This design comes from an exercise in tuning for a short achievable clock period and few clock cycles on the open sky130 flow, not from production work.
At most, simulation tests tie the RTL to the original design; equivalence was not proved.
The RTL of runs 1 and 5 was laid out without a check of its function.
No activity file was given, so power comes from the tool's default toggle rates.

<file path="flow/config.mk">
export PLATFORM = sky130hd
export DESIGN_NAME = cpu_top
export DESIGN_NICKNAME = cpu_top
export VERILOG_FILES = /design/flow/design.v
export SDC_FILE = /design/flow/constraint.sdc
export NUM_CORES = 4
export LEC_CHECK = 0
export ABC_CLOCK_PERIOD_IN_PS = 2000
export CAP_MARGIN = 20
export CORE_MARGIN = 2
export CORE_UTILIZATION = 40
export SETUP_SLACK_MARGIN = 5
export SLEW_MARGIN = 20
export TNS_END_PERCENT = 100
</file>
<file path="flow/constraint.sdc">
create_clock -name core_clock -period 7.0 [get_ports {clk}]
set_input_delay 1.4000 -clock core_clock [delete_from_list [all_inputs] [get_ports {clk}]]
set_output_delay 1.4000 -clock core_clock [all_outputs]
set_load 0.01 [all_outputs]
</file>
<file path="flow/run.sh">
#!/bin/bash
# synth_recipe.tcl (not shown) runs the flow's synth.tcl, then flattens the netlist and writes it again
# the make line also repeats each setting of config.mk as NAME=value (left out here)
make -C /OpenROAD-flow-scripts/flow DESIGN_CONFIG=/design/flow/config.mk WORK_HOME=/design/flow/orfs CLKGATE_MAP_FILE= SYNTH_SCRIPT=/design/flow/synth_recipe.tcl finish
</file>
<file path="flow/design.v">
package cpu_isa_pkg;
  typedef enum logic [3:0] {
    NOP  = 4'h0,
    ADD  = 4'h1,
    SUB  = 4'h2,
    AND  = 4'h3,
    OR   = 4'h4,
    XOR  = 4'h5,
    LDI  = 4'h6,
    JMP  = 4'h7,
    JZ   = 4'h8,
    JNZ  = 4'h9,
    LD   = 4'ha,
    ST   = 4'hb,
    HALT = 4'hf
  } opcode_e;
  typedef enum logic [2:0] {
    ALU_ADD = 3'd0,
    ALU_SUB = 3'd1,
    ALU_AND = 3'd2,
    ALU_OR  = 3'd3,
    ALU_XOR = 3'd4,
    ALU_IMM = 3'd5
  } alu_op_e;
  typedef enum logic {
    SRC_ALU = 1'b0,
    SRC_BUS = 1'b1
  } wb_src_e;
  typedef struct packed {
    opcode_e               opcode;
    logic [4-1:0] rd;
    logic [4-1:0] ra;
    logic [4-1:0] rb;
  } instr_t;
  typedef struct packed {
    logic    reg_we;
    wb_src_e wb_src;
    alu_op_e alu_op;
    logic    flag_load;
    logic    fetch_en;
    logic    branch_take;
    logic    bus_start;
    logic    bus_we;
  } ctrl_t;
endpackage
package cpu_bus_pkg;
  typedef struct packed {
    logic                  cyc;
    logic                  stb;
    logic                  we;
    logic [16-1:0] adr;
    logic [16-1:0] dat;
  } wb_req_t;
  typedef struct packed {
    logic                   ack;
    logic [16-1:0] dat;
  } wb_rsp_t;
endpackage
module cpu_fetch
(
  input  logic                 clk,
  input  logic                 reset,
  input  logic                 hold,
  input  logic                 redirect,
  input  logic [10-1:0] redirect_pc,
  input  logic                 take,
  input  logic [10-1:0] target,
  output logic [10-1:0] pc,
  output logic [10-1:0] pc_inc
);
  logic [10-1:0] pc_nxt;
  assign pc_inc = pc + 1'b1;
  always_comb
  begin
    if (redirect)
      pc_nxt = redirect_pc;
    else if (take)
      pc_nxt = target;
    else
      pc_nxt = pc_inc;
  end
  always_ff @(posedge clk or posedge reset)
  begin
    if (reset)
      pc <= '0;
    else if (!hold)
      pc <= pc_nxt;
  end
endmodule
module cpu_regfile
(
  input  logic                   clk,
  input  logic                   reset,
  input  logic                   we,
  input  logic [4-1:0]  wa,
  input  logic [16-1:0] wdata,
  input  logic [(1 << 4)-1:1]   sel1,
  input  logic [(1 << 4)-1:1]   sel2,
  output logic [16-1:0] rd1,
  output logic [16-1:0] rd2
);
  localparam int NREGS = 1 << 4;
  logic [16-1:0] regs [1:NREGS-1];
  always_ff @(posedge clk or posedge reset)
  begin
    if (reset)
    begin
      for (int i = 1; i < NREGS; i++)
        regs[i] <= '0;
    end
    else
    begin
      for (int i = 1; i < NREGS; i++)
        if (we && wa == i)
          regs[i] <= wdata;
    end
  end
  always_comb
  begin
    rd1 = '0;
    rd2 = '0;
    for (int i = 1; i < NREGS; i++)
    begin
      rd1 = rd1 | (regs[i] & {16{sel1[i]}});
      rd2 = rd2 | (regs[i] & {16{sel2[i]}});
    end
  end
endmodule
module cpu_alu
(
  input  logic [4:0]             op,
  input  logic                   inv,
  input  logic                   d_inv,
  input  logic [16-1:0] a,
  input  logic [16-1:0] b,
  input  logic [16-1:0] ld,
  output logic [16-1:0] y,
  output logic [16-1:0] y_inv
);
  localparam int W = 16;
  logic [W-1:0] p;
  logic [W-1:0] g;
  logic [W-1:0] gg [0:4];
  logic [W-1:0] pp [0:4];
  logic [W-1:0] c;
  logic [W-1:0] lg;
  assign p = a ^ b;
  assign g = a & b;
  assign gg[0] = g;
  assign pp[0] = p;
  for (genvar l = 0; l < 4; l++)
  begin : g_lvl
    for (genvar i = 0; i < W; i++)
    begin : g_bit
      if (i >= (1 << l))
      begin : g_comb
        assign gg[l+1][i] = gg[l][i] | (pp[l][i] & gg[l][i-(1<<l)]);
        assign pp[l+1][i] = pp[l][i] & pp[l][i-(1<<l)];
      end
      else
      begin : g_pass
        assign gg[l+1][i] = gg[l][i];
        assign pp[l+1][i] = pp[l][i];
      end
    end
  end
  assign c = {gg[4][W-2:0], 1'b0};
  always_comb
  begin
    lg = '0;
    if (op[1])
      lg = a & b;
    if (op[2])
      lg = a | b;
    if (op[3])
      lg = p;
    if (op[4])
      lg = ld;
  end
  assign y     = op[0] ? ((p ^ {W{inv}}) ^ c) : lg;
  assign y_inv = op[0] ? ((p ^ {W{inv ^ d_inv}}) ^ c) : (lg ^ {W{d_inv}});
endmodule
module cpu_io_master
(
  input  logic                   clk,
  input  logic                   reset,
  input  logic                   start,
  input  logic                   load,
  input  logic                   start_we,
  input  logic [16-1:0]  adr,
  input  logic [16-1:0] wdata,
  input  logic                   wb_ack_i,
  output logic                   wb_cyc_o,
  output logic                   wb_stb_o,
  output logic                   wb_we_o,
  output logic [16-1:0]  wb_adr_o,
  output logic [16-1:0] wb_dat_o,
  output logic                   stall
);
  logic                   cyc_q;
  logic                   we_q;
  logic [16-1:0]  adr_q;
  logic [16-1:0] dat_q;
  assign stall = cyc_q && !wb_ack_i;
  always_ff @(posedge clk or posedge reset)
  begin
    if (reset)
      cyc_q <= 1'b0;
    else if (!stall)
      cyc_q <= start;
  end
  always_ff @(posedge clk)
  begin
    if (!stall && load)
    begin
      we_q  <= start_we;
      adr_q <= adr;
      dat_q <= wdata;
    end
  end
  assign wb_cyc_o = cyc_q;
  assign wb_stb_o = cyc_q;
  assign wb_we_o  = we_q;
  assign wb_adr_o = adr_q;
  assign wb_dat_o = dat_q;
endmodule
module cpu_control
(
  input  logic                    clk,
  input  logic                    reset,
  input  logic [16-1:0] instr_word,
  input  logic [10-1:0]    pc_inc,
  input  logic                    stall,
  input  logic                    w_zero,
  input  logic                    w_eqb,
  input  logic                    e_zero,
  input  logic                    e_exact,
  output logic                    f_take,
  output logic                    redirect,
  output logic [10-1:0]    redirect_pc,
  output logic [16-1:0] ir_o,
  output logic                    d_ldi,
  output logic                    d_sub,
  output logic [4:0]              d_op,
  output logic                    d_eqz,
  output logic [(1 << 4)-1:1]    d_sa,
  output logic [(1 << 4)-1:1]    d_sb,
  output logic                    d_fe_a,
  output logic                    d_fe_b,
  output logic                    d_fw_a,
  output logic                    d_fw_b,
  output logic                    bus_start,
  output logic                    bus_load,
  output logic                    bus_we,
  output logic [4:0]              e_op,
  output logic                    e_inv,
  output logic                    e_we,
  output logic [4-1:0]   e_rd,
  output logic                    halted
);
  cpu_isa_pkg::instr_t f_ins;
  cpu_isa_pkg::instr_t ir;
  assign f_ins = instr_word;
  assign ir_o  = ir;
  logic                 v_d;
  logic                 pred_d;
  logic [10-1:0] pcp1_d;
  logic                 e_sf;
  logic                 e_br;
  logic                 e_jz;
  logic                 e_pred;
  logic [10-1:0] e_tgt;
  logic [10-1:0] e_pcp1;
  logic                 w_sf;
  logic [11:0]          e_fld;
  logic [11:0]          w_fld;
  logic                 w_sub;
  logic [(1 << 4)-1:1] lp_eq;
  logic                 lp_hit;
  logic                 lp_zero;
  logic                 flag_q;
  logic                 flag_w;
  logic                 flag_e;
  logic d_alu;
  logic d_ld;
  logic d_st;
  logic d_halt;
  logic d_jz;
  logic d_jnz;
  logic d_cond;
  logic d_sf;
  logic d_we;
  logic d_known;
  logic d_take;
  logic red_d;
  logic e_take;
  logic red_e;
  logic d_go;
  logic f_jmp;
  logic f_jz;
  logic f_jnz;
  logic f_ldi;
  assign flag_w = w_sf ? w_zero : flag_q;
  assign d_alu  = (ir.opcode == cpu_isa_pkg::ADD) || (ir.opcode == cpu_isa_pkg::SUB) ||
                  (ir.opcode == cpu_isa_pkg::AND) || (ir.opcode == cpu_isa_pkg::OR)  ||
                  (ir.opcode == cpu_isa_pkg::XOR);
  assign d_ldi  = (ir.opcode == cpu_isa_pkg::LDI);
  assign d_sub  = (ir.opcode == cpu_isa_pkg::SUB);
  assign d_ld   = (ir.opcode == cpu_isa_pkg::LD);
  assign d_st   = (ir.opcode == cpu_isa_pkg::ST);
  assign d_halt = (ir.opcode == cpu_isa_pkg::HALT);
  assign d_jz   = (ir.opcode == cpu_isa_pkg::JZ);
  assign d_jnz  = (ir.opcode == cpu_isa_pkg::JNZ);
  assign d_cond = v_d && (d_jz || d_jnz);
  assign d_sf   = v_d && d_alu;
  assign d_we   = v_d && (d_alu || d_ldi || d_ld) && (ir.rd != '0);
  assign d_eqz = d_sub || (ir.opcode == cpu_isa_pkg::XOR);
  assign d_op = {ir.opcode == cpu_isa_pkg::XOR, ir.opcode == cpu_isa_pkg::OR,
                 ir.opcode == cpu_isa_pkg::AND, d_sub, ir.opcode == cpu_isa_pkg::ADD};
  assign e_take = e_jz ? w_zero : !w_zero;
  assign red_e  = e_br && (e_take != e_pred);
  assign flag_e = e_sf ? e_zero : flag_w;
  assign d_known = !e_sf || e_exact;
  assign d_take  = d_jz ? flag_e : !flag_e;
  assign red_d   = d_cond && d_known && (d_take != pred_d);
  assign d_go    = v_d && !red_e;
  assign redirect    = red_e || red_d;
  assign redirect_pc = red_e ? (e_take ? e_tgt : e_pcp1) :
                       (d_take ? ir[10-1:0] : pcp1_d);
  assign f_jmp   = (f_ins.opcode == cpu_isa_pkg::JMP);
  assign f_jz    = (f_ins.opcode == cpu_isa_pkg::JZ);
  assign f_jnz   = (f_ins.opcode == cpu_isa_pkg::JNZ);
  assign f_ldi   = (f_ins.opcode == cpu_isa_pkg::LDI);
  logic f_zero;
  logic f_lp_hit;
  logic f_lp_zero;
  always_comb
  begin
    f_lp_zero = 1'b0;
    for (int i = 1; i < (1 << 4); i++)
      if (f_ins.rd == i)
        f_lp_zero = lp_eq[i];
    f_lp_hit = (f_ins.opcode == cpu_isa_pkg::SUB) && (f_ins.ra == f_ins.rd);
  end
  always_ff @(posedge clk)
  begin
    if (!stall)
    begin
      lp_hit  <= f_lp_hit;
      lp_zero <= f_lp_zero;
    end
  end
  assign f_zero = d_sf ? (lp_hit && lp_zero) : (d_known && flag_e);
  assign f_take  = f_jmp || (f_jz && f_zero) || (f_jnz && !f_zero);
  assign bus_start = d_go && (d_ld || d_st);
  assign bus_load  = v_d && (d_ld || d_st);
  assign bus_we    = d_st;
  always_ff @(posedge clk)
  begin
    if (!stall)
    begin
      for (int i = 1; i < (1 << 4); i++)
      begin
        d_sa[i] <= (f_ins.ra == i);
        d_sb[i] <= (f_ins.rb == i);
      end
      d_fe_a <= d_we && (ir.rd == f_ins.ra) && !f_ldi;
      d_fe_b <= d_we && (ir.rd == f_ins.rb) && !f_ldi;
      d_fw_a <= e_we && (e_rd == f_ins.ra);
      d_fw_b <= e_we && (e_rd == f_ins.rb);
    end
  end
  always_ff @(posedge clk or posedge reset)
  begin
    if (reset)
    begin
      v_d    <= 1'b0;
      ir     <= '0;
      pred_d <= 1'b0;
      pcp1_d <= '0;
      e_we   <= 1'b0;
      e_sf   <= 1'b0;
      e_br   <= 1'b0;
      halted <= 1'b0;
    end
    else if (!stall)
    begin
      v_d    <= !(redirect || (v_d && d_halt) || halted);
      ir     <= f_ins;
      pred_d <= f_take;
      pcp1_d <= pc_inc;
      e_we   <= d_we && !red_e;
      e_sf   <= d_sf && !red_e;
      e_br   <= d_cond && !d_known && !red_e;
      halted <= halted || (d_go && d_halt);
    end
  end
  always_ff @(posedge clk)
  begin
    if (!stall)
    begin
      e_op   <= {d_ld, ir.opcode == cpu_isa_pkg::XOR, ir.opcode == cpu_isa_pkg::OR,
                 ir.opcode == cpu_isa_pkg::AND,
                 ir.opcode == cpu_isa_pkg::ADD || d_sub || d_ldi};
      e_inv  <= d_sub;
      e_rd   <= ir.rd;
      e_fld  <= ir[11:0];
      e_jz   <= d_jz;
      e_pred <= pred_d;
      e_tgt  <= ir[10-1:0];
      e_pcp1 <= pcp1_d;
    end
  end
  always_ff @(posedge clk)
    w_fld <= e_fld;
  always_ff @(posedge clk or posedge reset)
  begin
    if (reset)
      lp_eq <= '0;
    else if (w_sub && w_fld[7:4] == w_fld[11:8])
      for (int i = 1; i < (1 << 4); i++)
        if (w_fld[11:8] == i)
          lp_eq[i] <= w_eqb;
  end
  always_ff @(posedge clk or posedge reset)
  begin
    if (reset)
    begin
      w_sf   <= 1'b0;
      flag_q <= 1'b0;
      w_sub  <= 1'b0;
    end
    else
    begin
      w_sf  <= e_sf;
      w_sub <= e_sf && e_inv;
      if (w_sf)
        flag_q <= w_zero;
    end
  end
endmodule
module cpu_top
(
  input  logic                   clk,
  input  logic                   reset,
  input  logic [16-1:0] instr_word,
  output logic [10-1:0]   iaddr,
  input  logic                   wb_ack_i,
  input  logic [16-1:0] wb_dat_i,
  output logic                   wb_cyc_o,
  output logic                   wb_stb_o,
  output logic                   wb_we_o,
  output logic [16-1:0]  wb_adr_o,
  output logic [16-1:0] wb_dat_o,
  output logic                   halted
);
  cpu_isa_pkg::instr_t    ir;
  logic [10-1:0]   pc_inc;
  logic                   stall;
  logic                   f_take;
  logic                   redirect;
  logic [10-1:0]   redirect_pc;
  logic                   d_ldi;
  logic                   d_sub;
  logic                   bus_start;
  logic                   bus_load;
  logic                   bus_we;
  logic [4:0]             e_op;
  logic                   e_inv;
  logic                   e_we;
  logic [4-1:0]  e_rd;
  logic                   w_zero;
  logic [4:0]             d_op;
  logic [16-1:0] zt_d;
  logic [16-1:0] zt_q;
  logic                   zx_q;
  logic                   e_zero;
  logic                   d_eqz;
  logic [16-1:0] e_y;
  logic [16-1:0] e_y_inv;
  logic                   w_we;
  logic [4-1:0]  w_rd;
  logic [16-1:0] w_y;
  logic [16-1:0] w_b;
  logic [16-1:0] rf_a;
  logic [16-1:0] rf_b;
  logic [16-1:0] ea;
  logic [16-1:0] eb;
  logic                   fe_a;
  logic                   fe_b;
  logic [16-1:0] a_n;
  logic [16-1:0] b_n;
  logic [16-1:0] a_q;
  logic [16-1:0] b_q;
  logic [(1 << 4)-1:1]   d_sa;
  logic [(1 << 4)-1:1]   d_sb;
  logic                   d_fe_a;
  logic                   d_fe_b;
  logic                   d_fw_a;
  logic                   d_fw_b;
  cpu_fetch u_fetch (
    .clk         (clk),
    .reset       (reset),
    .hold        (stall),
    .redirect    (redirect),
    .redirect_pc (redirect_pc),
    .take        (f_take),
    .target      (instr_word[10-1:0]),
    .pc          (iaddr),
    .pc_inc      (pc_inc)
  );
  cpu_control u_control (
    .clk         (clk),
    .reset       (reset),
    .instr_word  (instr_word),
    .pc_inc      (pc_inc),
    .stall       (stall),
    .w_zero      (w_zero),
    .w_eqb       (w_y == w_b),
    .e_zero      (e_zero),
    .e_exact     (zx_q),
    .f_take      (f_take),
    .redirect    (redirect),
    .redirect_pc (redirect_pc),
    .ir_o        (ir),
    .d_ldi       (d_ldi),
    .d_sub       (d_sub),
    .d_op        (d_op),
    .d_eqz       (d_eqz),
    .bus_start   (bus_start),
    .bus_load    (bus_load),
    .bus_we      (bus_we),
    .d_sa        (d_sa),
    .d_sb        (d_sb),
    .d_fe_a      (d_fe_a),
    .d_fe_b      (d_fe_b),
    .d_fw_a      (d_fw_a),
    .d_fw_b      (d_fw_b),
    .e_op        (e_op),
    .e_inv       (e_inv),
    .e_we        (e_we),
    .e_rd        (e_rd),
    .halted      (halted)
  );
  always_ff @(posedge clk or posedge reset)
  begin
    if (reset)
      w_we <= 1'b0;
    else
      w_we <= e_we && !stall;
  end
  always_ff @(posedge clk)
  begin
    w_rd <= e_rd;
    w_y  <= e_y;
    w_b  <= b_q;
  end
  assign e_zero = &zt_q;
  assign w_zero = (w_y == '0);
  cpu_regfile u_regfile (
    .clk   (clk),
    .reset (reset),
    .we    (w_we),
    .wa    (w_rd),
    .wdata (w_y),
    .sel1  (d_sa),
    .sel2  (d_sb),
    .rd1   (rf_a),
    .rd2   (rf_b)
  );
  always_comb
  begin
    ea = (w_we && d_fw_a) ? w_y : rf_a;
    eb = (w_we && d_fw_b) ? w_y : rf_b;
    if (d_ldi)
    begin
      ea = '0;
      eb = {{(16-8){ir.ra[3]}}, ir.ra, ir.rb};
    end
  end
  assign fe_a = d_fe_a;
  assign fe_b = d_fe_b;
  assign zt_d = ~(ea ^ eb);
  assign a_n = fe_a ? e_y_inv : (ea ^ {16{d_sub}});
  assign b_n = fe_b ? e_y : eb;
  always_ff @(posedge clk)
  begin
    a_q  <= a_n;
    b_q  <= b_n;
    zt_q <= zt_d;
    zx_q <= !(fe_a || fe_b) && d_eqz;
  end
  cpu_alu u_alu (
    .op    (e_op),
    .inv   (e_inv),
    .d_inv (d_sub),
    .a     (a_q),
    .b     (b_q),
    .ld    (wb_dat_i),
    .y     (e_y),
    .y_inv (e_y_inv)
  );
  cpu_io_master u_io_master (
    .clk      (clk),
    .reset    (reset),
    .start    (bus_start),
    .load     (bus_load),
    .start_we (bus_we),
    .adr      (b_n),
    .wdata    (a_n),
    .wb_ack_i (wb_ack_i),
    .wb_cyc_o (wb_cyc_o),
    .wb_stb_o (wb_stb_o),
    .wb_we_o  (wb_we_o),
    .wb_adr_o (wb_adr_o),
    .wb_dat_o (wb_dat_o),
    .stall    (stall)
  );
endmodule
</file>
==> results of run 1 <==
## cells in the final DEF (no fill, tap or decap), types with 15 or more instances in the layout
master,instances
nand2_1,121
o21ai_2,17
dfxtp_4,17
nand3_1,20
clkbuf_16,61
a22oi_1,107
xnor2_1,63
a221oi_2,19
mux2_2,258
inv_1,45
a21oi_1,30
nor2b_1,15
o21ai_1,15
ha_1,18
buf_2,44
edfxtp_1,99
a22o_1,61
dfxtp_1,54
dfxtp_2,18
mux2i_1,21
dfrtp_1,291
nor3_1,31
buf_12,38
a21oi_2,30
and3_1,21
buf_4,175
nand4_1,56
nor2_1,73
buf_6,65
a221oi_1,41
xor2_1,20
## timing repair
action / in CTS / in global routing
cloned: 14 / 6
pin swaps: 110 / 79
resized for setup: 563 / 122
endpoints found under the setup margin: 695 / 458
buffers inserted: 178 / 53
## cells by family (layout without fill, tap and decap cells)
logic type	count (synthesis)	after routing	synth area share
adders and majority gates	33	33	0.01736
xor gates and xnor gates	100	100	0.03829
buffers and inverters	239	534	0.04181
AOI/OAI and AO/OA	486	486	0.1554
and+or+nand+nor	441	443	0.09167
muxes	292	292	0.1380
DFF	490	490	0.5175
## stage by stage
step                setup WS [ns]  area [sq um]  power, mW
floorplan                   1.585         24380      6.871
global placement            3.051         25530      7.903
detailed placement          2.987         25530      8.005
CTS                         4.266         30260      11.74
global route                4.271         31440      12.71
finish                      4.342         31440      12.21
## worst reg2reg max path, stage by stage, from the launching register on
cell and delay, ns:
dfxtp_2 0.34, inv_2 0.05, ha_4 0.23, a21o_1 0.17, a21o_1 0.16, a211o_1 0.32, a221oi_4 0.38, o21ai_2 0.10
a211o_1 0.30, a311o_1 0.32
## final timing paths
kind	startpoint	to	slack [ns]
min in group asynchronous	reset	u_control.ir[13]	1.36
max in group asynchronous	reset	u_regfile.regs[2][11]	5.12
min	b_q[4]	w_b[4]	0.37
max reg2reg	b_q[9]	u_io_master.dat_q[14]	4.34
min reg2reg	b_q[4]	w_b[4]	0.37
max	b_q[9]	u_io_master.dat_q[14]	4.34
## metal layers
layer / GRT usage / vias up / part of all wire
met3: 0.06218 / 281 / 0.10
met4: 0.1291 / 0 / 0.051
met2: 0.4285 / 1176 / 0.44
li1: - / 8277 / -
met1: 0.3839 / 10040 / 0.41
met5: 0 / - / 0
## power groups by stage
stage / clock (mW) / combinational (mW) / sequential, mW
after floorplan: 0 / 2.47 / 4.40
after global placement: 0 / 3.00 / 4.90
after detailed placement: 0 / 3.06 / 4.94
after CTS: 2.96 / 4.03 / 4.75
after global routing: 3.09 / 4.75 / 4.87
final: 2.94 / 4.49 / 4.78
## cell type report
cell class / count / area [sq um] / share of cell area
flip-flops and latches: 490 / 12410 / 0.3948
multi-input cells: 1354 / 12060 / 0.3836
repair buffers: 374 / 3867 / 0.1230
clock buffers: 71 / 1516 / 0.04824
well taps: 773 / 967.2 / 0.03077
clock inverters: 27 / 299.0 / 0.009513
inverters: 58 / 260.3 / 0.008279
repair inverters: 4 / 53.80 / 0.001712
## registers in the layout (all words and copies together) (netlist names), 5 cells and up
| register | count |
|---|---|
| u_regfile.regs | 240 |
| u_control.lp_eq | 15 |
| a_q | 16 |
| zt_q | 16 |
| u_io_master.dat_q | 16 |
| u_control.e_pcp1 | 10 |
| u_control.e_op | 5 |
| w_b | 16 |
| u_io_master.adr_q | 16 |
| u_fetch.pc | 10 |
| u_control.d_sa | 15 |
| b_q | 16 |
| w_y | 16 |
| u_control.w_fld | 8 |
| u_control.pcp1_d | 10 |
| u_control.e_fld | 12 |
| u_control.d_sb | 15 |
| u_control.ir | 16 |
==> metrics.yaml, run 1 <==
crit_path_start_kind: "register"
yosys_most_used_dff: "dfrtp_1"
synthCells: 2081
cp_slowest_cell: "a221oi_4"
r2r_cells: 9
drtAntennaViolNets: 0
synth_area_sq_um: 23790
drtIter0Drc: 2441
cp_num_buf_inv: 1
synth_edf_count: 99
ios: 81
grt_max_degree: 96
avgSynthCellArea_sq_um: 11.43
clk_latency_ns: 0.62
relSlewSlack: 0.5120
synth_fp_nets: 2149
setup-tns-final_ns: 0
initial_core_util: 0.4039
cts_tree: "built"
p_int_mw: 7.828
final_hold_viol_count: 0
dp_cells: 2801
synth_top_area_cell: "dfrtp_1"
vias_per_cell: 6.274
outcome: "finished clean"
path_clk_slew_ns: 0.07
drive_gt1_frac: 0.4256
pwr-share-comb: 0.368
synth_top_area_frac: 0.3177
num_rows: 89
slowest_delay_ns: 0.38
core_area_sq_um: 58910
fmax_mhz: 376.2
period_share: 0.3797
numPortBuffers: 80
cts_hold_buf: 0
track_usage: 0.2819
drc: 0
clockBufferDepth: 3
instances_no_fill: 3151
seqPwrFrac: 0.392
finalWeightedCongestion: 0.8631
cts_buffers: 52
yosysUniqueCellTypes: 81
maxCapViolCount: 0
arrival_ns: 2.99
power.density_nw_per_um2: 388.5
ys_seq_area_frac: 0.5175
synth.area.top_cells: "dfrtp_1 32%, mux2_2 13%, edfxtp_1 12%"
power.switching_mw: 4.383
overflow: 0
antenna_cells: 0
worst_hold_path.num_cells: 0
crit_cells: 9
synth_most_common_cell: "dfrtp_1"
die_w_um: 247.9
antenna_found_initial: 0
rsz0062_at_grt: "yes"
fin_nets: 2402
clkPwrFrac: 0.241
vias: 19770
fp.dieH_um: 247.9
tightestPinTransition_ns: 0.7280
required_ns: 7.33
irDropWorstVdd_mv: 0.2815
hold_ws_ns: 0.3744
switching_share: 0.3589
cellLeakagePower_nw: 13.36
path_class: "register to register"
syn2layout_area_growth_pct: 32.13
hpwl_um: 48540
critPathTopFamily: "compound AO/OA/AOI/OAI gates"
grt_pass1_vias: 19940
cts_root_buf: "clkbuf_16"
period_needed_ns: 2.658
crit_chain: "inv_2 > ha_4 > a21o_1 > a21o_1 > a211o_1 > a221oi_4 > o21ai_2 > a211o_1 > a311o_1"
firstDrtPassIters: 7
die_area_sq_um: 61440
grt_pass1_wl_um: 128900
fin_skew_ns: 0.03646
async_flop_share: 0.6163
routed_wl_um: 87760
drv_slew: 0
fillerInstances: 4808
clock_sinks: 490
final_core_util: 0.5336
synth_common_cells: "302 x dfrtp_1, 266 x mux2_2, 147 x clkbuf_1"
ys_seq_elements: 490
setup_viol: 0
yosys_warnings: 9
wl_per_cell_um: 27.85
cp_max_fo: 3
hold_path_class: "register to register"
crit_path_end_kind: "register"
htreeDepth: 2
==> run 2, diff against run 1 <==
--- a/flow/design.v
+++ b/flow/design.v
@@ -276,7 +276,6 @@
   logic [11:0]          w_fld;
   logic                 w_sub;
   logic [(1 << 4)-1:1] lp_eq;
-  logic                 lp_hit;
   logic                 lp_zero;
   logic                 flag_q;
   logic                 flag_w;
@@ -301,16 +300,10 @@
   logic f_jnz;
   logic f_ldi;
   assign flag_w = w_sf ? w_zero : flag_q;
-  assign d_alu  = (ir.opcode == cpu_isa_pkg::ADD) || (ir.opcode == cpu_isa_pkg::SUB) ||
-                  (ir.opcode == cpu_isa_pkg::AND) || (ir.opcode == cpu_isa_pkg::OR)  ||
-                  (ir.opcode == cpu_isa_pkg::XOR);
   assign d_ldi  = (ir.opcode == cpu_isa_pkg::LDI);
-  assign d_sub  = (ir.opcode == cpu_isa_pkg::SUB);
   assign d_ld   = (ir.opcode == cpu_isa_pkg::LD);
   assign d_st   = (ir.opcode == cpu_isa_pkg::ST);
   assign d_halt = (ir.opcode == cpu_isa_pkg::HALT);
-  assign d_jz   = (ir.opcode == cpu_isa_pkg::JZ);
-  assign d_jnz  = (ir.opcode == cpu_isa_pkg::JNZ);
   assign d_cond = v_d && (d_jz || d_jnz);
   assign d_sf   = v_d && d_alu;
   assign d_we   = v_d && (d_alu || d_ldi || d_ld) && (ir.rd != '0);
@@ -342,15 +335,30 @@
         f_lp_zero = lp_eq[i];
     f_lp_hit = (f_ins.opcode == cpu_isa_pkg::SUB) && (f_ins.ra == f_ins.rd);
   end
-  always_ff @(posedge clk)
+  logic f_alu;
+  assign f_alu = (f_ins.opcode == cpu_isa_pkg::ADD) || (f_ins.opcode == cpu_isa_pkg::SUB) ||
+                 (f_ins.opcode == cpu_isa_pkg::AND) || (f_ins.opcode == cpu_isa_pkg::OR)  ||
+                 (f_ins.opcode == cpu_isa_pkg::XOR);
+  always_ff @(posedge clk or posedge reset)
   begin
-    if (!stall)
+    if (reset)
     begin
-      lp_hit  <= f_lp_hit;
-      lp_zero <= f_lp_zero;
+      d_alu   <= 1'b0;
+      d_sub   <= 1'b0;
+      d_jz    <= 1'b0;
+      d_jnz   <= 1'b0;
+      lp_zero <= 1'b0;
+    end
+    else if (!stall)
+    begin
+      d_alu   <= f_alu;
+      d_sub   <= (f_ins.opcode == cpu_isa_pkg::SUB);
+      d_jz    <= f_jz;
+      d_jnz   <= f_jnz;
+      lp_zero <= f_lp_hit && f_lp_zero;
     end
   end
-  assign f_zero = d_sf ? (lp_hit && lp_zero) : (d_known && flag_e);
+  assign f_zero = d_sf ? lp_zero : (d_known && flag_e);
   assign f_take  = f_jmp || (f_jz && f_zero) || (f_jnz && !f_zero);
   assign bus_start = d_go && (d_ld || d_st);
   assign bus_load  = v_d && (d_ld || d_st);
--- a/flow/config.mk
+++ b/flow/config.mk
@@ -8,7 +8,7 @@
 export ABC_CLOCK_PERIOD_IN_PS = 2000
 export CAP_MARGIN = 20
 export CORE_MARGIN = 2
-export CORE_UTILIZATION = 40
+export CORE_UTILIZATION = 35
 export SETUP_SLACK_MARGIN = 5
 export SLEW_MARGIN = 20
 export TNS_END_PERCENT = 100
==> metrics.yaml, run 2 <==
outcome: "finished clean"  # unchanged
clockBufferDepth: 3  # unchanged
synth.area.top_cells: "dfrtp_1 33%, mux2_2 13%, edfxtp_1 12%"  # was dfrtp_1 32%, mux2_2 13%, edfxtp_1 12%
fillerInstances: 5945  # was 4808
synth_edf_count: 97  # was 99
ff_latch_area_sq_um: 12460  # was 12410 sq um
multiInputGateArea_sq_um: 11750  # was 12060 sq um
firstDrtPassIters: 6  # was 7
r2r-start: "b_q[1]"  # was b_q[9]
yosys_most_used_dff: "dfrtp_1"  # unchanged
vias_per_cell: 6.074  # was 6.274
wl_per_cell_um: 26.85  # was 27.85 um
synth_common_cells: "307 x dfrtp_1, 267 x mux2_2, 152 x clkbuf_1"  # was 302 x dfrtp_1, 266 x mux2_2, 147 x clkbuf_1
final_hold_viol_count: 0  # unchanged
routed_wl_um: 85230  # was 87760 um
finalWeightedCongestion: 0.8557  # was 0.8631
synthCells: 2053  # was 2081
largest_reg_flops: 240  # unchanged
vias: 19280  # was 19.77k
irDropWorstVdd_mv: 0.2246  # was 0.2815 mV
syn2layout_area_growth_pct: 30.56  # was 32.13%
min_to: "w_b[8]"  # was w_b[4]
crit_path_start_kind: "register"  # unchanged
cp_num_buf_inv: 5  # was 1
fp.dieH_um: 263.2  # was 247.9 um
ys_seq_elements: 493  # was 490
dpl_worst_slack_ns: 3.098  # was 2.987 ns
synth_area_sq_um: 23510  # was 23790 sq um
fin_nets: 2330  # was 2402
drtAntennaViolNets: 0  # unchanged
path_clk_slew_ns: 0.07  # about the same
avgSynthCellArea_sq_um: 11.45  # was 11.43 sq um
power.density_nw_per_um2: 361.9  # was 388.5 nW/um^2
path_class: "register to register"  # unchanged
crit_top_cell: "buf_4"
numPortBuffers: 80  # unchanged
initial_core_util: 0.3520  # was 0.4039
critPathTopFamily: "buffers and inverters"  # was compound AO/OA/AOI/OAI gates
track_usage: 0.2352  # was 0.2819
crit_path_end_kind: "register"  # unchanged
cts_hold_buf: 0  # unchanged
mostFrequentLayoutCell: "dfrtp_1"  # unchanged
cellLeakagePower_nw: 12.95  # was 13.36 nW
synth_top_area_frac: 0.3268  # was 0.3177
drtIter0Drc: 2416  # was 2441
drv_slew: 0  # unchanged
totalPowerFinal_mw: 11.11  # was 12.21 mW
drive_gt1_frac: 0.4107  # was 0.4256
cp_slowest_cell: "dfxtp_2"  # was a221oi_4
setup_viol: 0  # unchanged
setup-tns-final_ns: 0  # unchanged
grt_pass1_vias: 19140  # was 19.94k
hold_path_class: "register to register"  # unchanged
fin_skew_ns: 0.01896  # was 0.03646 ns
antenna_cells: 0  # unchanged
required_ns: 7.30  # was 7.33 ns
antenna_found_initial: 0  # unchanged
reg2reg_slack_ns: 4.25  # was 4.34 ns
grt_pass1_wl_um: 123300  # was 128900 um
top_register: "u_regfile.regs"  # unchanged
die_w_um: 263.2  # was 247.9 um
slowest_delay_ns: 0.35  # was 0.38 ns
clk_latency_ns: 0.61  # was 0.62 ns
synth_fp_nets: 2121  # was 2149
r2r_cells: 13  # was 9
maxCapViolCount: 0  # unchanged
clock_sinks: 493  # was 490
die_area_sq_um: 69260  # was 61440 sq um
min-delay-start: "b_q[8]"  # was b_q[4]
core_area_sq_um: 66800  # was 58910 sq um
period_share: 0.3927  # was 0.3797
ys_seq_area_frac: 0.5264  # was 0.5175
yosys_warnings: 9  # unchanged
tightestPinTransition_ns: 1.174  # was 0.7280 ns
ios: 81  # unchanged
grt_max_degree: 95  # was 96
drc: 0  # unchanged
crit_chain: "inv_2 > ha_4 > a21o_1 > nand4_1 > buf_4 > nand4_1 > buf_6 > a31oi_4 > buf_4 > buf_4 > o311a_4 > mux2i_1 > xnor2_1"  # was inv_2 > ha_4 > a21o_1 > a21o_1 > a211o_1 > a221oi_4 > o21ai_2 > a211o_1 > a311o_1
worst_hold_path.num_cells: 0  # unchanged
rsz0062_at_grt: "yes"  # unchanged
yosysUniqueCellTypes: 69  # was 81
relSlewSlack: 0.2176  # was 0.5120
cts_root_buf: "clkbuf_16"  # unchanged
overflow: 0  # unchanged
htreeDepth: 2  # unchanged
worstReg2RegEnd: "u_io_master.dat_q[14]"  # unchanged
hpwl_um: 46410  # was 48540 um
setup_ws_ns: 4.251  # was 4.342 ns
fmax_mhz: 363.8  # was 376.2 MHz
cts_tree: "built"  # unchanged
async_flop_share: 0.6227  # was 0.6163
final_cell_mix: "301 x dfrtp_1, 258 x mux2_2, 146 x buf_4, 123 x nand2_1, 123 x a22oi_1"  # was 291 x dfrtp_1, 258 x mux2_2, 175 x buf_4, 121 x nand2_1, 107 x a22oi_1
cp_max_fo: 4  # was 3
num_rows: 95  # was 89
period_needed_ns: 2.749  # was 2.658 ns
cts_buffers: 52  # unchanged
arrival_ns: 3.05  # was 2.99 ns
synth_top_area_cell: "dfrtp_1"  # unchanged
synth_most_common_cell: "dfrtp_1"  # unchanged
## run 2: cell count changes after synthesis, moves of 8 or more
cell      change
nor2_1       +12
inv_1         -9
and3_1        -8
nor2b_1      -11
o21ai_0      +12
a22o_1       -13
nor3_1       -13
a22oi_1      +12
a21oi_1      +12
nand2b_1      -9
a221oi_1     -14
a211oi_1     +14
mux2i_1      +14
## run 2: cells by family (layout without fill, tap and decap cells)
family / Yosys count / count (layout) / synth area share
AND/OR/NAND/NOR: 423 / 425 / 0.08759
AO/OA/AOI/OAI: 470 / 475 / 0.1454
buffers and inverters: 228 / 469 / 0.03890
XOR/XNOR: 92 / 92 / 0.03427
adder cells (fa/ha/maj): 33 / 33 / 0.01756
flip-flops: 493 / 493 / 0.5264
multiplexers: 314 / 314 / 0.1499
## run 2: worst max path at each step
stage | depth (start not counted) | slack, ns | end | startpoint
final | 13 | 4.25 | u_io_master.dat_q[14] | b_q[1]
after global routing | 13 | 4.23 | u_io_master.dat_q[14] | b_q[1]
after CTS | 13 | 4.34 | u_io_master.adr_q[13] | a_q[3]
after detailed placement | 5 | 3.10 | u_control.d_sb[9] | wb_ack_i
after global placement | 5 | 3.16 | u_control.d_sb[9] | wb_ack_i
after floorplan | 1 | 1.52 | u_control.d_alu | reset
## run 2: final cells by class
cell class	count	share of cell area
flip-flops and latches	493	0.4060
multi-input cells	1339	0.3829
repair buffers	327	0.1113
clock buffers	68	0.04871
well taps	873	0.03558
clock inverters	25	0.008438
inverters	47	0.006400
repair inverters	2	0.0006522
## run 2: routing by layer
layer	vias to the layer above	part of all wire	global-route usage
met5	-	0	0
met4	0	0.044	0.09637
met3	255	0.097	0.05986
met2	1171	0.45	0.3637
met1	9783	0.41	0.3144
li1	8069	-	-
## run 2: repair_timing
| item | CTS | global route |
|---|---|---|
| pin swaps | 93 | 90 |
| setup endpoints to repair | 776 | 497 |
| buffers inserted | 146 | 46 |
| cloned | 18 | 4 |
| endpoints found under the hold margin | 0 | 0 |
| gates resized for setup | 471 | 142 |
## run 2: power breakdown
part | internal, mW | switching [mW] | total, mW
sequential | 3.79 | 0.838 | 4.62
clock | 1.68 | 1.21 | 2.89
combinational | 1.74 | 1.85 | 3.60
## run 2: stage by stage
stage | hold WS (ns) | cell area [sq um] | cells | utilization
floorplan | 0.3422 | 24070 | 2053 | -
global placement | 0.3582 | 25360 | 2866 | 0.3797
detailed placement | 0.3578 | 25360 | 2866 | 0.3797
CTS | 0.3716 | 29650 | 3123 | 0.4439
global route | 0.3782 | 30700 | 3174 | 0.4595
finish | 0.3688 | 30700 | 3174 | 0.4595
Testbench counts of run 2, summed over its fixed seeds: cycles 41,083.
==> run 3, diff against run 2 <==
--- a/flow/config.mk
+++ b/flow/config.mk
@@ -8,7 +8,7 @@
 export ABC_CLOCK_PERIOD_IN_PS = 2000
 export CAP_MARGIN = 20
 export CORE_MARGIN = 2
-export CORE_UTILIZATION = 35
+export CORE_UTILIZATION = 45
 export SETUP_SLACK_MARGIN = 5
 export SLEW_MARGIN = 20
 export TNS_END_PERCENT = 100
==> metrics.yaml, run 3 <==
outcome: "finished clean"  # unchanged
fp.dieH_um: 232.6  # was 263.2 um
die_area_sq_um: 54090  # was 69260 sq um
largest_reg_flops: 240  # unchanged
synthCells: 2053  # unchanged
hpwl_um: 46500  # was 46410 um
synth_fp_nets: 2121  # unchanged
wl_per_cell_um: 28.32  # was 26.85 um
path_clk_slew_ns: 0.06  # was 0.07 ns
rsz0062_at_grt: "yes"  # unchanged
synth_top_area_cell: "dfrtp_1"  # unchanged
synthSimpleGateAreaFrac: 0.08760  # unchanged
hold_path_class: "register to register"  # unchanged
grt_max_degree: 79  # was 95
crit_path_end_kind: "register"  # unchanged
die_w_um: 232.6  # was 263.2 um
track_usage: 0.3066  # was 0.2352
numPortBuffers: 80  # unchanged
fmax_mhz: 366.1  # was 363.8 MHz
drive_gt1_frac: 0.4039  # was 0.4107
synth_most_common_cell: "dfrtp_1"  # unchanged
antenna_cells: 0  # unchanged
setup_ws_ns: 4.269  # was 4.251 ns
ys_seq_elements: 493  # unchanged
path_class: "register to register"  # unchanged
cts_root_buf: "clkbuf_16"  # unchanged
synth-adder-area-share: 0.01756  # unchanged
num_rows: 83  # was 95
overflow: 0  # unchanged
core_area_sq_um: 51510  # was 66800 sq um
period_needed_ns: 2.731  # was 2.749 ns
synth_xor_area_frac: 0.03427  # unchanged
initial_core_util: 0.4564  # was 0.3520
synth_area_sq_um: 23510  # unchanged
fin_skew_ns: 0.04408  # was 0.01896 ns
clk_latency_ns: 0.63  # was 0.61 ns
irDropWorstVdd_mv: 0.2455  # was 0.2246 mV
required_ns: 7.30  # about the same
reg2reg_slack_ns: 4.27  # was 4.25 ns
drc: 0  # unchanged
period_share: 0.3902  # was 0.3927
cts_tree: "built"  # unchanged
htreeDepth: 2  # unchanged
yosysUniqueCellTypes: 69  # unchanged
drtIter0Drc: 2415  # was 2416
clock_sinks: 493  # unchanged
power.density_nw_per_um2: 370.8  # was 361.9 nW/um^2
synthMuxAreaShare: 0.1499  # unchanged
syn2layout_area_growth_pct: 28.98  # was 30.56%
synth_top_area_frac: 0.3268  # unchanged
mostFrequentLayoutCell: "dfrtp_1"  # unchanged
antenna_found_initial: 0  # unchanged
dpl_worst_slack_ns: 3.111  # was 3.098 ns
relSlewSlack: 0.2651  # was 0.2176
grt_pass1_vias: 19120  # was 19.14k
instances_no_fill: 2990  # was 3174
drv_slew: 0  # unchanged
finalWeightedCongestion: 0.8815  # was 0.8557
cts_buffers: 52  # unchanged
top_register: "u_regfile.regs"  # unchanged
cp_max_fo: 3  # was 4
synth_compound_area_frac: 0.1454  # unchanged
cellLeakagePower_nw: 12.91  # was 12.95 nW
maxCapViolCount: 0  # unchanged
drtAntennaViolNets: 0  # unchanged
synth_top_family_by_area: "multiplexers"  # unchanged
tightestPinTransition_ns: 1.102  # was 1.174 ns
clockBufferDepth: 3  # unchanged
async_flop_share: 0.6227  # unchanged
yosys_most_used_dff: "dfrtp_1"  # unchanged
avgSynthCellArea_sq_um: 11.45  # unchanged
routed_wl_um: 84670  # was 85230 um
setup-tns-final_ns: 0  # unchanged
dp_cells: 2675  # was 2866
ios: 81  # unchanged
vias: 19300  # was 19.28k
fin_nets: 2335  # was 2330
vias_per_cell: 6.454  # was 6.074
synth_edf_count: 97  # unchanged
synth.area.top_cells: "dfrtp_1 33%, mux2_2 13%, edfxtp_1 12%"  # unchanged
final_area_sq_um: 30330  # was 30700 sq um
firstDrtPassIters: 7  # was 6
postPlaceCellArea_sq_um: 25140  # was 25360 sq um
arrival_ns: 3.03  # was 3.05 ns
setup_viol: 0  # unchanged
yosys_warnings: 9  # unchanged
crit_path_start_kind: "register"  # unchanged
final_hold_viol_count: 0  # unchanged
totalPowerFinal_mw: 11.24  # was 11.11 mW
ys_seq_area_frac: 0.5264  # unchanged
final_cell_mix: "299 x dfrtp_1, 256 x mux2_2, 155 x buf_4, 123 x a22oi_1, 121 x nand2_1"  # was 301 x dfrtp_1, 258 x mux2_2, 146 x buf_4, 123 x nand2_1, 123 x a22oi_1
synth_common_cells: "307 x dfrtp_1, 267 x mux2_2, 152 x clkbuf_1"  # unchanged
grt_pass1_wl_um: 122900  # was 123300 um
[run 3: cell counts after synthesis]
No cell type changed its count.
[run 3: what timing repair did]
action	CTS	global route
gates cloned	18	2
resized for setup	481	120
pin swaps	97	86
hold buffers	0	0
setup buffers	146	50
endpoints found under the setup margin	759	284
[run 3: area by class of cell]
type | instances | area [sq um]
clock buffer | 80 | 1568
clock inverter | 17 | 229.0
fill | 4163 | 21180
inverter | 47 | 196.4
multi-input combinational | 1340 | 11670
sequential | 493 | 12460
tap | 680 | 850.8
timing repair buffer | 330 | 3318
timing repair inverter | 3 | 36.28
[run 3: routing by layer]
metal | GRT usage | part of all wire | up-vias
met5 | 0 | 0 | -
met4 | 0.1453 | 0.058 | 0
met3 | 0.07108 | 0.098 | 311
met2 | 0.4707 | 0.45 | 1221
met1 | 0.4103 | 0.40 | 9684
li1 | - | - | 8082
[run 3: final timing paths]
path                         from                      to  cells past startpoint
max                        a_q[1]   u_io_master.dat_q[13]                     13
min in group asynchronous   reset  u_regfile.regs[10][15]                      3
max reg2reg                a_q[1]   u_io_master.dat_q[13]                     13
max in group asynchronous   reset   u_regfile.regs[10][5]                      3
min reg2reg                b_q[8]                  w_b[8]                      0
min                        b_q[8]                  w_b[8]                      0
[run 3: kinds of logic (layout without fill, tap and decap cells)]
logic type                 after synthesis  count (layout)
muxes                                  314             314
and+or+nand+nor                        423             426
adders and majority gates               33              33
DFF                                    493             493
xor gates and xnor gates                92              92
buffers and inverters                  228             477
AOI/OAI and AO/OA                      470             475
[run 3: critical path, cell delays in order (launching register included)]
cell and delay [ns]:
dfxtp_2 0.35, inv_2 0.05, ha_4 0.23, a21o_1 0.20, nand4_1 0.19, buf_4 0.14, nand4_1 0.11, buf_6 0.16
a31oi_4 0.20, nor2b_4 0.19, xnor2_2 0.07, a21oi_2 0.21, mux2i_1 0.14, xnor2_1 0.19
[run 3: power breakdown]
part	internal (mW)	total (mW)	switching, mW
Sequential	3.78	4.57	0.786
Clock	1.73	2.93	1.20
Combinational	1.80	3.75	1.94
Total	7.31	11.2	3.93
[run 3: per-stage QoR]
step                      utilization  hold slack (ns)
final                          0.5887           0.3689
after global routing           0.5887           0.3780
after CTS                      0.5702           0.3718
after detailed placement       0.4881           0.3581
after global placement         0.4881           0.3594
after floorplan                     -           0.3422
==> run 4, diff against run 3 <==
--- a/flow/config.mk
+++ b/flow/config.mk
@@ -8,7 +8,7 @@
 export ABC_CLOCK_PERIOD_IN_PS = 2000
 export CAP_MARGIN = 20
 export CORE_MARGIN = 2
-export CORE_UTILIZATION = 45
+export CORE_UTILIZATION = 40
 export SETUP_SLACK_MARGIN = 5
 export SLEW_MARGIN = 20
 export TNS_END_PERCENT = 100
==> metrics.yaml, run 4 <==
vias_per_cell: 6.240  # was 6.454
wl_per_cell_um: 27.99  # was 28.32 um
cellLeakagePower_nw: 12.71  # was 12.91 nW
antenna_found_initial: 0  # unchanged
final_area_sq_um: 30060  # was 30330 sq um
crit_path_start_kind: "register"  # unchanged
die_area_sq_um: 60730  # was 54090 sq um
synth_edf_count: 97  # unchanged
cts_buffers: 52  # unchanged
synth_most_common_cell: "dfrtp_1"  # unchanged
track_usage: 0.2720  # was 0.3066
relSlewSlack: 0.3595  # was 0.2651
yosys_warnings: 9  # unchanged
fin_skew_ns: 0.02544  # was 0.04408 ns
yosysUniqueCellTypes: 69  # unchanged
worst_hold_path.num_cells: 0  # unchanged
drive_gt1_frac: 0.3952  # was 0.4039
setup_viol: 0  # unchanged
avgSynthCellArea_sq_um: 11.45  # unchanged
fin_nets: 2306  # was 2335
power.switching_mw: 3.883  # was 3.931 mW
grt_pass1_vias: 19000  # was 19.12k
maxCapViolCount: 0  # unchanged
grt_max_degree: 83  # was 79
mostFrequentLayoutCell: "dfrtp_1"  # unchanged
required_ns: 7.49  # was 7.30 ns
clk_latency_ns: 0.62  # was 0.63 ns
power.density_nw_per_um2: 364.2  # was 370.8 nW/um^2
synth_top_area_cell: "dfrtp_1"  # unchanged
cts_tree: "built"  # unchanged
synth_common_cells: "307 x dfrtp_1, 267 x mux2_2, 152 x clkbuf_1"  # unchanged
finalWeightedCongestion: 0.9009  # was 0.8815
numPortBuffers: 80  # unchanged
r2r_cells: 11  # was 13
synth_top_area_frac: 0.3268  # unchanged
drtAntennaViolNets: 0  # unchanged
die_w_um: 246.4  # was 232.6 um
initial_core_util: 0.4060  # was 0.4564
crit_chain: "nor4_4 > nand4_1 > buf_4 > nor4_4 > nor3_4 > buf_6 > xnor2_4 > buf_6 > a21oi_4 > o31ai_2 > o21ai_1"  # was inv_2 > ha_4 > a21o_1 > nand4_1 > buf_4 > nand4_1 > buf_6 > a31oi_4 > nor2b_4 > xnor2_2 > a21oi_2 > mux2i_1 > xnor2_1
p_int_mw: 7.067  # was 7.313 mW
postPlaceCellArea_sq_um: 25300  # was 25140 sq um
largest_reg_flops: 240  # unchanged
top_register: "u_regfile.regs"  # unchanged
worstReg2RegEnd: "u_fetch.pc[1]"  # was u_io_master.dat_q[13]
synth_area_sq_um: 23510  # unchanged
final_hold_viol_count: 0  # unchanged
firstDrtPassIters: 6  # was 7
crit_path_end_kind: "register"  # unchanged
min-delay-start: "b_q[8]"  # unchanged
multiInputGateArea_sq_um: 11730  # was 11670 sq um
irDropWorstVdd_mv: 0.2498  # was 0.2455 mV
clock_sinks: 493  # unchanged
fillerInstances: 4915  # was 4163
cp_max_fo: 5  # was 3
reg2reg_slack_ns: 4.37  # was 4.27 ns
critPathTopFamily: "simple AND/OR/NAND/NOR gates"  # was compound AO/OA/AOI/OAI gates
grt_pass1_wl_um: 122500  # was 122900 um
path_class: "register to register"  # unchanged
slowest_delay_ns: 0.43  # was 0.35 ns
rsz0062_at_grt: "yes"  # unchanged
synth.area.top_cells: "dfrtp_1 33%, mux2_2 13%, edfxtp_1 12%"  # unchanged
seqPwrFrac: 0.419  # was 0.406
period_share: 0.3751  # was 0.3902
synthCells: 2053  # unchanged
drv_slew: 0  # unchanged
async_flop_share: 0.6227  # unchanged
synth_fp_nets: 2121  # unchanged
final_cell_mix: "299 x dfrtp_1, 256 x mux2_2, 134 x buf_4, 122 x nand2_1, 119 x a22oi_1"  # was 299 x dfrtp_1, 256 x mux2_2, 155 x buf_4, 123 x a22oi_1, 121 x nand2_1
switching_share: 0.3546  # was 0.3496
ios: 81  # unchanged
overflow: 0  # unchanged
core_area_sq_um: 57920  # was 51510 sq um
final_core_util: 0.5191  # was 0.5887
syn2layout_area_growth_pct: 27.86  # was 28.98%
cp_slowest_cell: "nor4_4"  # was dfxtp_2
setup-tns-final_ns: 0  # unchanged
arrival_ns: 3.12  # was 3.03 ns
num_rows: 88  # was 83
min_to: "w_b[8]"  # unchanged
ys_seq_area_frac: 0.5264  # unchanged
drtIter0Drc: 2249  # was 2415
drc: 0  # unchanged
fp.dieH_um: 246.4  # was 232.6 um
htreeDepth: 2  # unchanged
hpwl_um: 46960  # was 46500 um
clkPwrFrac: 0.249  # was 0.260
hold_path_class: "register to register"  # unchanged
ff_latch_area_sq_um: 12460  # about the same
period_needed_ns: 2.626  # was 2.731 ns
cp_num_buf_inv: 3  # unchanged
clockBufferDepth: 3  # unchanged
routed_wl_um: 85220  # was 84670 um
outcome: "finished clean"  # unchanged
tightestPinTransition_ns: 0.9608  # was 1.102 ns
yosys_most_used_dff: "dfrtp_1"  # unchanged
pwr-share-comb: 0.332  # was 0.333
path_clk_slew_ns: 0.06  # about the same
fmax_mhz: 380.8  # was 366.1 MHz
cts_root_buf: "clkbuf_16"  # unchanged
antenna_cells: 0  # unchanged
vias: 19000  # was 19.30k
ys_seq_elements: 493  # unchanged
r2r-start: "w_y[15]"  # was a_q[1]
==> run 4: cell types whose count changed in the layout (fill, tap and decap cells not counted), sizes merged <==
| cell | before | now |
|---|---|---|
| clkdlybuf4s15 | 6 | 5 |
| o211ai | 8 | 9 |
| clkdlybuf4s50 | 14 | 12 |
| clkbuf | 83 | 84 |
| dlymetal6s2s | 1 | 2 |
| bufinv | 5 | 2 |
| clkinvlp | 2 | 3 |
| buf | 297 | 260 |
| bufbuf | 2 | 4 |
| clkinv | 8 | 17 |
| inv | 52 | 50 |
==> run 4: worst max path at each step <==
stage,startpoint,to,slack [ns],cells after the start
after floorplan,reset,u_control.d_alu,1.52,1
after global placement,wb_ack_i,u_fetch.pc[4],2.98,7
after detailed placement,wb_ack_i,u_fetch.pc[4],2.93,7
after CTS,a_q[1],u_io_master.dat_q[8],4.38,11
after global routing,a_q[1],u_io_master.dat_q[8],4.29,11
final,w_y[15],u_fetch.pc[1],4.37,11
==> run 4: power by group through the flow <==
stage / Combinational, mW / Clock, mW / Sequential [mW]
6_report: 3.63 / 2.73 / 4.59
2_1_floorplan: 2.12 / 0 / 4.19
4_1_cts: 3.29 / 2.76 / 4.55
3_5_place_dp: 2.64 / 0 / 4.66
3_3_place_gp: 2.58 / 0 / 4.63
5_1_grt: 3.82 / 2.89 / 4.67
==> run 4: timing repair <==
item,in CTS,in global routing
resized for setup,486,116
buffers inserted,116,41
setup endpoints to repair,704,541
cloned,16,6
pin swaps,115,58
hold buffers,0,0
==> run 4: worst reg2reg max path, delay by kind of cell (launching register included) <==
family | cells | cell delay (ns)
AO/OA/AOI/OAI | 3 | 0.48
XOR/XNOR | 1 | 0.25
buffers and inverters | 3 | 0.52
flip-flops | 1 | 0.37
AND/OR/NAND/NOR | 4 | 0.91
==> run 4: per-layer routing <==
layer	up-vias	share of wire	GRT usage
met5	-	0	0
met4	0	0.046	0.1200
met3	274	0.11	0.06296
met2	1153	0.45	0.4175
met1	9554	0.40	0.3667
li1	8019	-	-
==> run 4: cell families (layout without fill, tap and decap cells) <==
family	count (synthesis)	after routing	synth area share
AO/OA/AOI/OAI	470	476	0.1454
adder cells (fa/ha/maj)	33	33	0.01756
AND/OR/NAND/NOR	423	426	0.08759
buffers and inverters	228	446	0.03890
multiplexers	314	314	0.1499
XOR/XNOR	92	92	0.03427
flip-flops	493	493	0.5264
==> run 4: cell type report <==
class | instances | share of cell area
flip-flops and latches | 493 | 0.4144
multi-input cells | 1341 | 0.3901
repair buffers | 300 | 0.1008
clock buffers | 74 | 0.04953
well taps | 765 | 0.03184
inverters | 47 | 0.006534
clock inverters | 22 | 0.005827
repair inverters | 3 | 0.0009573
==> run 4: metrics by stage <==
stage	worst slack, ns	instances	total power, mW	hold slack, ns
2_1_floorplan	1.515	2053	6.317	0.3422
3_3_place_gp	2.980	2769	7.213	0.3579
3_5_place_dp	2.931	2769	7.307	0.3604
4_1_cts	4.377	2997	10.60	0.3752
5_1_grt	4.292	3045	11.39	0.3841
6_report	4.374	3045	10.95	0.3730
==> run 5, diff against run 4 <==
--- a/flow/design.v
+++ b/flow/design.v
@@ -465,6 +465,7 @@
   cpu_isa_pkg::instr_t    ir;
   logic [10-1:0]   pc_inc;
   logic                   stall;
+  logic [7:0]             w_nz;
   logic                   f_take;
   logic                   redirect;
   logic [10-1:0]   redirect_pc;
@@ -561,10 +562,12 @@
   begin
     w_rd <= e_rd;
     w_y  <= e_y;
+    for (int k = 0; k < 8; k++)
+      w_nz[k] <= e_y[2*k] || e_y[2*k+1];
     w_b  <= b_q;
   end
   assign e_zero = &zt_q;
-  assign w_zero = (w_y == '0);
+  assign w_zero = (w_nz == '0);
   cpu_regfile u_regfile (
     .clk   (clk),
     .reset (reset),
==> metrics.yaml, run 5 <==
tightestPinTransition_ns: 0.7554  # was 0.9608 ns
htreeDepth: 2  # unchanged
synth.area.top_cells: "dfrtp_1 32%, mux2_2 13%, edfxtp_1 12%"  # was dfrtp_1 33%, mux2_2 13%, edfxtp_1 12%
vias: 19470  # was 19.00k
irDropWorstVdd_mv: 0.2306  # was 0.2498 mV
clock_sinks: 501  # was 493
drtIter0Drc: 2354  # was 2249
path_class: "register to register"  # unchanged
grt_max_degree: 54  # was 83
setup-tns-final_ns: 0  # unchanged
drtAntennaViolNets: 0  # unchanged
hpwl_um: 46850  # was 46960 um
synth_common_cells: "307 x dfrtp_1, 274 x mux2_2, 167 x nand2_1"  # was 307 x dfrtp_1, 267 x mux2_2, 152 x clkbuf_1
syn2layout_area_growth_pct: 31.25  # was 27.86%
hold_ws_ns: 0.3737  # was 0.3730 ns
clk_latency_ns: 0.63  # was 0.62 ns
wl_per_cell_um: 27.20  # was 27.99 um
setup_viol: 0  # unchanged
clockBufferDepth: 3  # unchanged
worst_hold_path.num_cells: 0  # unchanged
final_cell_mix: "301 x dfrtp_1, 267 x mux2_2, 158 x buf_4, 145 x nand2_1, 114 x a22oi_1"  # was 299 x dfrtp_1, 256 x mux2_2, 134 x buf_4, 122 x nand2_1, 119 x a22oi_1
num_rows: 89  # was 88
ys_seq_area_frac: 0.5256  # was 0.5264
required_ns: 7.50  # was 7.49 ns
relSlewSlack: 0.4964  # was 0.3595
drive_gt1_frac: 0.4280  # was 0.3952
period_share: 0.3741  # was 0.3751
final_area_sq_um: 31310  # was 30060 sq um
finalWeightedCongestion: 0.8346  # was 0.9009
initial_core_util: 0.4042  # was 0.4060
crit_path_end_kind: "register"  # unchanged
cellLeakagePower_nw: 13.35  # was 12.71 nW
synth_top_area_frac: 0.3221  # was 0.3268
synth_fp_nets: 2158  # was 2121
maxCapViolCount: 0  # unchanged
ys_seq_elements: 501  # was 493
totalPowerFinal_mw: 11.97  # was 10.95 mW
period_needed_ns: 2.619  # was 2.626 ns
core_area_sq_um: 59020  # was 57920 sq um
drv_slew: 0  # unchanged
cts_tree: "built"  # unchanged
synth_top_area_cell: "dfrtp_1"  # unchanged
power.density_nw_per_um2: 382.3  # was 364.2 nW/um^2
yosys_warnings: 9  # unchanged
cts_hold_buf: 0  # unchanged
slowest_delay_ns: 0.61  # was 0.43 ns
fmax_mhz: 381.8  # was 380.8 MHz
cp_max_fo: 5  # unchanged
die_w_um: 248.2  # was 246.4 um
vias_per_cell: 6.227  # was 6.240
mostFrequentLayoutCell: "dfrtp_1"  # unchanged
cts_root_buf: "clkbuf_16"  # unchanged
avgSynthCellArea_sq_um: 11.41  # was 11.45 sq um
path_clk_slew_ns: 0.06  # about the same
async_flop_share: 0.6128  # was 0.6227
firstDrtPassIters: 19  # was 6
r2r_cells: 10  # was 11
fin_skew_ns: 0.03094  # was 0.02544 ns
top_register: "u_regfile.regs"  # unchanged
antenna_found_initial: 1  # was 0
rsz0062_at_grt: "yes"  # unchanged
final_core_util: 0.5305  # was 0.5191
outcome: "finished clean"  # unchanged
critPathTopFamily: "compound AO/OA/AOI/OAI gates"  # was simple AND/OR/NAND/NOR gates
synth_most_common_cell: "dfrtp_1"  # unchanged
yosysUniqueCellTypes: 79  # was 69
numPortBuffers: 80  # unchanged
synth_area_sq_um: 23850  # was 23510 sq um
fin_nets: 2374  # was 2306
ios: 81  # unchanged
postPlaceCellArea_sq_um: 25860  # was 25300 sq um
final_hold_viol_count: 0  # unchanged
synthCells: 2090  # was 2053
die_area_sq_um: 61610  # was 60730 sq um
drc: 0  # unchanged
largest_reg_flops: 240  # unchanged
hold_path_class: "register to register"  # unchanged
antenna_cells: 0  # unchanged
track_usage: 0.2718  # was 0.2720
grt_pass1_wl_um: 124200  # was 122500 um
overflow: 0  # unchanged
synth_edf_count: 97  # unchanged
fp.dieH_um: 248.2  # was 246.4 um
arrival_ns: 3.12  # about the same
routed_wl_um: 85020  # was 85220 um
crit_path_start_kind: "register"  # unchanged
cp_slowest_cell: "or4_4"  # was nor4_4
yosys_most_used_dff: "dfrtp_1"  # unchanged
crit_cells: 10  # was 11
grt_pass1_vias: 19260  # was 19.00k
crit_chain: "or4_4 > o41ai_4 > buf_4 > a311oi_4 > a2bb2oi_2 > buf_6 > buf_8 > a21oi_2 > a2111oi_4 > a221o_1"  # was nor4_4 > nand4_1 > buf_4 > nor4_4 > nor3_4 > buf_6 > xnor2_4 > buf_6 > a21oi_4 > o31ai_2 > o21ai_1
cts_buffers: 55  # was 52
cp_num_buf_inv: 3  # unchanged
## run 5: cell types whose count changed after synthesis, sizes merged, moves of 9 or more
| cell | before | now |
|---|---|---|
| a211o | 2 | 11 |
| a211oi | 34 | 14 |
| buf | 29 | 19 |
| clkbuf | 152 | 165 |
| nand2 | 140 | 167 |
| nand2b | 7 | 18 |
| nor2 | 103 | 90 |
| o21ai | 54 | 38 |
## run 5: cell families after synthesis
| kind of cell | after synthesis | synth area share |
|---|---|---|
| flops | 501 | 0.5256 |
| compound gates | 475 | 0.1494 |
| simple gates | 448 | 0.08959 |
| mux | 312 | 0.1470 |
| buf+inv | 233 | 0.03740 |
| xor+xnor | 88 | 0.03373 |
| fa+ha+maj | 33 | 0.01731 |
## run 5: power by group
group	switching, mW	internal (mW)	total (mW)
clock	1.24	1.71	2.95
sequential	0.977	3.93	4.91
combinational	2.06	2.05	4.11
total	4.28	7.69	12.0
## run 5: final timing paths
check | start | to | slack (ns)
worst min-delay path | b_q[7] | w_b[7] | 0.37
worst min register to register | b_q[7] | w_b[7] | 0.37
max in group asynchronous | reset | u_regfile.regs[10][11] | 5.13
worst max-delay path | w_nz[3] | u_fetch.pc[0] | 4.38
min in group asynchronous | reset | u_control.lp_eq[1] | 1.25
worst max register to register | w_nz[3] | u_fetch.pc[0] | 4.38
## run 5: timing repair
item | CTS | global route
setup buffers | 152 | 46
cloned | 12 | 4
gates resized for setup | 489 | 153
setup endpoints to repair | 709 | 404
pin swaps | 74 | 107
## run 5: final cells by class
| cell class | count | area, sq um |
|---|---|---|
| fillers | 4980 | 27710 |
| flip-flops and latches | 501 | 12600 |
| multi-input cells | 1358 | 12260 |
| repair buffers | 338 | 3418 |
| clock buffers | 82 | 1619 |
| well taps | 773 | 967.2 |
| clock inverters | 22 | 212.7 |
| inverters | 49 | 207.7 |
| repair inverters | 3 | 30.03 |
## run 5: per-layer routing
metal  share of wire  wire (um)  track usage
met1            0.40      34200       0.3694
met5         0.00015         13            0
met4           0.050       4224       0.1166
met2            0.45      38160       0.4176
met3           0.099       8428      0.06141
## run 5: through the flow
| step | std cells | setup slack [ns] |
|---|---|---|
| after floorplan | 2090 | 1.515 |
| after global placement | 2806 | 2.782 |
| after detailed placement | 2806 | 2.691 |
| after CTS | 3074 | 4.360 |
| after global routing | 3126 | 4.332 |
| final | 3126 | 4.381 |

## what the ideal ports hide
How much do the figures lean on ideal ports? The routed layouts below were timed once more, with nothing changed but the port constraints. Step 1: set_driving_cell puts a clkbuf_16 on clk and a buf_2 on each other input, an assumption about the parent block. Step 2, shift: input delay + t, output delay - t, t = (earliest + latest rising clock arrival at the registers) / 2. This alone moves slack from input paths to output paths. Three values: no drivers, after step 1, after step 2; two values: the first two.
run	t, ns	slack for setup (ns)	hold slack, ns	worst setup path after step 2
run 1	0.665	4.342 / 4.331 / 3.887	0.374 / 0.374 / 0.374	input to register
run 2	0.662	4.251 / 4.251 / 3.789	0.369 / 0.369 / 0.369	input to register
run 3	0.672	4.269 / 4.269 / 3.725	0.369 / 0.369 / 0.369	input to register
run 4	0.668	4.374 / 4.346 / 3.784	0.373 / 0.373 / 0.373	input to register
run 5	0.673	4.381 / 4.342 / 3.826	0.374 / 0.374 / 0.374	input to register
After both steps setup and hold are still met in every run listed. The setup slack of run 4, which loses most, moves by -0.028 ns with the drivers and by -0.590 ns with both steps.
